From an optimization exercise on the open Yosys and OpenROAD flow, aimed at small area, a short achievable clock period and few clock cycles per item; shortcuts taken in it are not production practice. Only simulation tests tie the RTL to the original design; equivalence was not proved. Power is estimated from default activity; no workload was simulated.

// strict_priority_packet_queue
module strict_priority_packet_queue #(
    parameter int PRIORITY_LEVELS = spq_pkg::DEF_PRIORITY_LEVELS,
    parameter int QUEUE_DEPTH     = spq_pkg::DEF_QUEUE_DEPTH,
    parameter int TAG_WIDTH       = spq_pkg::DEF_TAG_WIDTH,
    parameter int MAX_SEND        = spq_pkg::DEF_MAX_SEND
) (
    input  logic i_clk,
    input  logic i_rst_n,
    input  logic i_s_axis_tvalid,
    output logic o_s_axis_tready,
    input  logic [((spq_pkg::PRIO_W+TAG_WIDTH+spq_pkg::SEND_W+7)/8)*8-1:0] i_s_axis_tdata,
    input  logic i_s_axis_tuser,
    output logic o_m_axis_tvalid,
    input  logic i_m_axis_tready,
    output logic [((TAG_WIDTH+spq_pkg::PRIO_W+7)/8)*8-1:0] o_m_axis_tdata,
    output logic o_m_axis_tlast,
    input  logic                        i_cfg_wr_en,
    input  logic [spq_pkg::QLEN_W-1:0]  i_cfg_wr_data
);
    localparam int LEVELS     = PRIORITY_LEVELS;
    localparam int LVL_W      = (LEVELS > 1) ? $clog2(LEVELS) : 1;
    localparam int SLOTS      = QUEUE_DEPTH - 1;            
    localparam int SLOT_W     = $clog2(SLOTS);
    localparam int CNT_W      = $clog2(SLOTS + 1);
    localparam int TOT_W      = $clog2(SLOTS * LEVELS + 1);
    localparam int W_W        = $clog2(MAX_SEND + 1);
    localparam int OUT_DATA_W = ((TAG_WIDTH + spq_pkg::PRIO_W + 7) / 8) * 8;
    localparam int SENDS      = 4;                          
    localparam int PAY_W      = spq_pkg::QLEN_W + TAG_WIDTH;
    function automatic logic [SLOT_W-1:0] ring_add(input logic [SLOT_W-1:0] a,
                                                   input logic [CNT_W-1:0]  b);
  ...
Size: roughly 2300 flip-flops, roughly 0.096 mm2 of cells after synthesis.
export LEC_CHECK = 0
export ABC_AREA = 1
export CAP_MARGIN = 20
export CORE_MARGIN = 2
export CORE_UTILIZATION = 60
export CTS_CLUSTER_DIAMETER = 60
export CTS_CLUSTER_SIZE = 30
export SETUP_SLACK_MARGIN = 3.2
export SLEW_MARGIN = 20
create_clock -name core_clock -period 6.5 [get_ports {i_clk}]
run.sh (not shown) runs the stock make flow with config.mk's settings and CLKGATE_MAP_FILE= SYNTH_SCRIPT=/design/flow/synth_recipe.tcl, a recipe that flattens the netlist after the stock synthesis.
Testbench counts at the start, summed over its fixed seeds: cycles 5,021, items 4,800.
Change:
--- a/flow/design.v
+++ b/flow/design.v
@@ -140,68 +140,69 @@
     logic [SENDS-1:0]      r_snd_rp;
     logic                  r_out_valid;
     logic [TAG_WIDTH-1:0]  r_out_tag;
     logic [spq_pkg::PRIO_W-1:0] r_out_prio;
     logic                  r_out_last;
     logic [LEVELS-1:0] live;         
     logic [LEVELS-1:0] curm;         
     logic [LEVELS-1:0] penm;         
     logic [LEVELS-1:0] live_above;   
     logic              cur_empty;
     logic [LEVELS-1:0] rmask;        
+    logic [LEVELS-1:0] full;         
+    logic [LEVELS-1:0] cmp;          
     logic [LEVELS-1:0] rd_oh;        
     logic [LVL_W-1:0]  rd_lvl;
     always_comb begin
         for (int l = 0; l < LEVELS; l++) begin
             live[l] = (r_count[l] != '0);
             curm[l] = (r_cur[l] != '0);
             penm[l] = (r_pc[l] != r_count[l]);
+            full[l] = (r_tail[l] == r_rdp[l]) && (curm[l] || (r_pc[l] != '0));
+            cmp[l]  = live[l] && (r_count[l] >= CNT_W'(it_lim));
         end
         live_above[LEVELS-1] = 1'b0;
         for (int l = LEVELS - 2; l >= 0; l--) begin
             live_above[l] = live_above[l+1] || live[l+1];
         end
         cur_empty = (curm == '0);
         rmask     = cur_empty ? penm : curm;
         rd_lvl    = '0;
         for (int l = 0; l < LEVELS; l++) begin
             rd_oh[l] = rmask[l] && ((rmask >> (l + 1)) == '0);
             if (rmask[l]) begin
                 rd_lvl = LVL_W'(l);
             end
         end
     end
     logic [CNT_W-1:0]  it_cnt;
     logic [SLOT_W-1:0] it_tail;
     logic [SLOT_W-1:0] it_rdp;
     logic [CNT_W-1:0]  it_pc;
-    logic [CNT_W-1:0]  it_cur;
-    logic              it_full;         
-    logic              it_cmp;          
+    logic              it_full;
+    logic              it_cmp;
     always_comb begin
         it_cnt  = '0;
         it_tail = '0;
         it_rdp  = '0;
         it_pc   = '0;
-        it_cur  = '0;
         for (int l = 0; l < LEVELS; l++) begin
             if (r_it_lvl[l]) begin
                 it_cnt  = it_cnt  | r_count[l];
                 it_tail = it_tail | r_tail[l];
                 it_rdp  = it_rdp  | r_rdp[l];
                 it_pc   = it_pc   | r_pc[l];
-                it_cur  = it_cur  | r_cur[l];
             end
         end
-        it_full = (it_tail == it_rdp) && ((it_cur | it_pc) != '0);
-        it_cmp  = (it_cnt != '0) && (it_cnt >= CNT_W'(it_lim));
+        it_full = (r_it_lvl & full) != '0;
+        it_cmp  = (r_it_lvl & cmp) != '0;
     end
     logic it_rcv, it_snd;
     assign it_rcv = r_it_v && !r_it_send && !r_c_act;
     assign it_snd = r_it_v &&  r_it_send && !r_c_act;
     logic             rcv_app;
     logic             rcv_cmp_go;
     logic             c_setup;
     logic [CNT_W-1:0] c_keep;           
     assign rcv_app    = it_rcv && !it_cmp && !it_full;
     assign rcv_cmp_go = it_rcv && it_cmp;
     assign c_setup    = r_c_act && r_c_setup;
@@ -376,26 +377,24 @@
                 r_it_v <= r_sk_v || in_xfer;
                 if (r_sk_v) begin
                     r_it_send <= r_sk_send;
                     r_it_lvl  <= LEVELS'(1) << r_sk_lvl;
                     r_it_pay  <= r_sk_pay;
                 end else begin
                     r_it_send <= (i_s_axis_tuser == spq_pkg::ACT_SEND);
                     r_it_lvl  <= LEVELS'(1) << i_s_axis_tdata[LVL_W-1:0];
                     r_it_pay  <= in_pay;
                 end
             end
-            if (it_free) begin
-                r_sk_v <= 1'b0;
-            end else if (in_xfer) begin
-                r_sk_v    <= 1'b1;
+            r_sk_v <= !it_free && (r_sk_v || in_xfer);
+            if (!r_sk_v) begin
                 r_sk_send <= (i_s_axis_tuser == spq_pkg::ACT_SEND);
                 r_sk_lvl  <= i_s_axis_tdata[LVL_W-1:0];
                 r_sk_pay  <= in_pay;
             end
             for (int l = 0; l < LEVELS; l++) begin
                 r_count[l] <= n_count[l];
                 r_cur[l]   <= n_cur[l];
                 r_pc[l]    <= n_pc[l];
                 r_above[l] <= n_above[l] & above_mask(l);
                 if (rcv_app && r_it_lvl[l]) begin
                     r_tail[l] <= app_tail;
=> The new run passed the timing, DRC and antenna checks. Synthesized area rises slightly. Fmax rises slightly. Wire length decreases by a few percent. Total power came out lower by about a fifth. Combinational power decreases by well over a third. Sequential power shrinks by a little under a tenth. Cell count is higher slightly. Design area fell slightly. Worst setup slack gets better by 63 ps. Count of clock-buffer cells in the layout increases by 10. Via count decreases slightly. Clock power barely changes. Global-route usage fell by 0.28 points. Die area increases slightly.
Testbench counts after the change, summed over its fixed seeds: cycles 5,021, items 4,800.

## re-timing with driven ports
How much do the figures lean on ideal ports? The routed layouts below were timed once more, with nothing changed but the port constraints.
Step 1 assumes that a clkbuf_16 drives the clock port and a buf_2 every other input.
Step 2 also shifts input and output timing later by t, the mid clock arrival at the registers, as if the neighbouring blocks saw the same clock.
Three values: ideal, step 1, step 2; two values: the first two.
run	t, ns	setup slack, ns	worst setup path after step 2	worst slew at a driven data input, ns	pins driven straight from the clock port
the first run	0.901	2.973 / 2.973 / 2.767	input to register	0.05	1
the second run	0.893	3.036 / 3.036 / 2.794	input to register	0.04	1
After both steps setup and hold are still met in every run listed. The setup slack of the second run, which loses most, moves by 0.000 ns with the drivers and by -0.242 ns with both steps.
